From an optimization exercise on the open Yosys and OpenROAD flow, aimed at small area and few clock cycles; shortcuts taken in it are not production practice. In this exercise RTL edits were held to simulation tests only and were not proved equivalent to the original. Power figures rest on the tool's default switching activity, not on a simulated workload.

==> flow/design.v (excerpt) <==
module multi_color_centroid_tracker #(
  parameter int NUM_COLORS = 2,
  parameter int DATA_W     = 12,
  parameter int COORD_W    = 16,
  parameter int CNT_W      = 24,
  parameter int SUM_W      = 40,
  parameter int MIN_PIXELS = 64,
  localparam int SEL_W     = (NUM_COLORS > 1) ? $clog2(NUM_COLORS) : 1,
  localparam int C_W       = DATA_W / 3
) (
  input  logic                          iCLK,
  input  logic                          iRST,
  input  logic                          iEN,
  input  logic                          iFVAL,
  input  logic                          iDATA_VAL,
  input  logic [DATA_W-1:0]             iDATA,
  input  logic [COORD_W-1:0]            iX_Cont,
  input  logic [COORD_W-1:0]            iY_Cont,
  input  logic                          iCFG_WE,
  input  logic [SEL_W-1:0]              iCFG_SEL,
  input  logic [DATA_W-1:0]             iCFG_MEAN,
  input  logic [C_W-1:0]                iCFG_THRESH,
  output logic [NUM_COLORS-1:0]         oOBJ_VAL,
  output logic [NUM_COLORS*COORD_W-1:0] oX_POS,
  output logic [NUM_COLORS*COORD_W-1:0] oY_POS,
  output logic                          oDONE,
  output logic                          oBUSY,
  output logic                          oOVERRUN
);
==> flow/config.mk <==
export PLATFORM = sky130hd
export DESIGN_NAME = multi_color_centroid_tracker
export DESIGN_NICKNAME = multi_color_centroid_tracker
export VERILOG_FILES = /design/flow/design.v
export SDC_FILE = /design/flow/constraint.sdc
export NUM_CORES = 4
export LEC_CHECK = 0
export CAP_MARGIN = 20
export CORE_MARGIN = 2
export CORE_UTILIZATION = 40
export SLEW_MARGIN = 20
==> flow/constraint.sdc <==
create_clock -name core_clock -period 8.0 [get_ports {iCLK}]
set_input_delay 1.6000 -clock core_clock [delete_from_list [all_inputs] [get_ports {iCLK}]]
set_output_delay 1.6000 -clock core_clock [all_outputs]
set_load 0.01 [all_outputs]
standard.sh (not shown) runs the stock make flow with config.mk's settings and CLKGATE_MAP_FILE= SYNTH_SCRIPT=/design/flow/synth_recipe.tcl, a recipe that flattens the netlist after the stock synthesis.
==> flow/flow/run.sh <==
#!/bin/bash
# Standard layout with buf_1 port buffers and a clock tree of clkbuf_8 leaf buffers
# (clusters of at most 16 sinks within 60 um) and no dummy loads.
set -euo pipefail
export BUFFER_PORTS_ARGS="-buffer_cell sky130_fd_sc_hd__buf_1"
export CTS_ARGS="-sink_clustering_enable -repair_clock_nets -dont_use_dummy_load -sink_clustering_size 18 -sink_clustering_max_diameter 55 -buf_list \"sky130_fd_sc_hd__clkbuf_8 sky130_fd_sc_hd__clkbuf_16\" -sink_clustering_buffer sky130_fd_sc_hd__clkbuf_8"
bash standard.sh > standard.log 2>&1
The baseline produced a clean layout.
Testbench counts at the start, summed over its fixed seeds: cycles 126,318.
==> next run, changes <==
==> flow/flow/run.sh (replaced) <==
#!/bin/bash
# Standard layout with buf_1 port buffers and a clock tree of clkbuf_8 leaf buffers
# (clusters of at most 16 sinks within 60 um) and no dummy loads.
set -euo pipefail
export BUFFER_PORTS_ARGS="-buffer_cell sky130_fd_sc_hd__buf_1"
export CTS_ARGS="-sink_clustering_enable -repair_clock_nets -dont_use_dummy_load -sink_clustering_size 20 -sink_clustering_max_diameter 70 -buf_list \"sky130_fd_sc_hd__clkbuf_8 sky130_fd_sc_hd__clkbuf_16\" -sink_clustering_buffer sky130_fd_sc_hd__clkbuf_8"
bash standard.sh > standard.log 2>&1
Setup slack barely changes.
Die area stays the same.
Worst hold slack improved by 36 ps.
Final area is lower by about 0.6%.
Total power falls by 3.1%.
Non-clock buffer count is unchanged.
Core utilization decreases by 0.28 points.
Area after synthesis stays the same.
Synthesized cell count does not change.
Via count went down by about 0.6%.
==> next run, changes <==
==> flow/flow/run.sh (replaced) <==
#!/bin/bash
# Standard layout with buf_1 port buffers and a clock tree of clkbuf_8 leaf buffers
# (clusters of at most 16 sinks within 60 um) and no dummy loads.
set -euo pipefail
export BUFFER_PORTS_ARGS="-buffer_cell sky130_fd_sc_hd__buf_1"
export CTS_ARGS="-sink_clustering_enable -repair_clock_nets -dont_use_dummy_load -sink_clustering_size 16 -sink_clustering_max_diameter 60 -buf_list \"sky130_fd_sc_hd__clkbuf_8 sky130_fd_sc_hd__clkbuf_16\" -sink_clustering_buffer sky130_fd_sc_hd__clkbuf_8"
bash standard.sh > standard.log 2>&1
Settings changed: CAP_MARGIN 20 to 0, SLEW_MARGIN 20 to 0.
Result: Worst setup slack gains 7.0 ps. First-iteration DRC count drops by 11%. Via count came out higher by 1.0%.
==> next run, changes <==
Settings changed: CAP_MARGIN 0 to 20, SLEW_MARGIN 0 to 20.
Effect:
- via count hardly moves
- clock-buffer cell count went up by 1
- non-clock buffer count is unchanged

## separate check: timing with driven ports
In the flow no input, the clock included, has a driving cell. The finished layouts below were timed again as built, in two steps. Step 1, drivers: a clkbuf_16 drives iCLK and a buf_2 each remaining input, both assumed. Step 2 also shifts input and output timing later by t, the mid clock arrival at the registers, as if the neighbouring blocks saw the same clock. a / b / c = no drivers / after step 1 / after step 2; a / b = the first two.
run	t (ns)	setup slack, ns	latest minus earliest clock arrival (ns)
the first run	0.597	0.502 / 0.502 / 0.017	0.067 / 0.067
the second run	0.610	0.503 / 0.503 / 0.072	0.058 / 0.058
the third run	0.575	0.510 / 0.510 / 0.024	0.068 / 0.068
the fourth run	0.581	0.533 / 0.533 / 0.073	0.080 / 0.080
After both steps setup and hold are still met in every run listed. The setup slack of the third run, which loses most, moves by 0.000 ns with the drivers and by -0.486 ns with both steps.
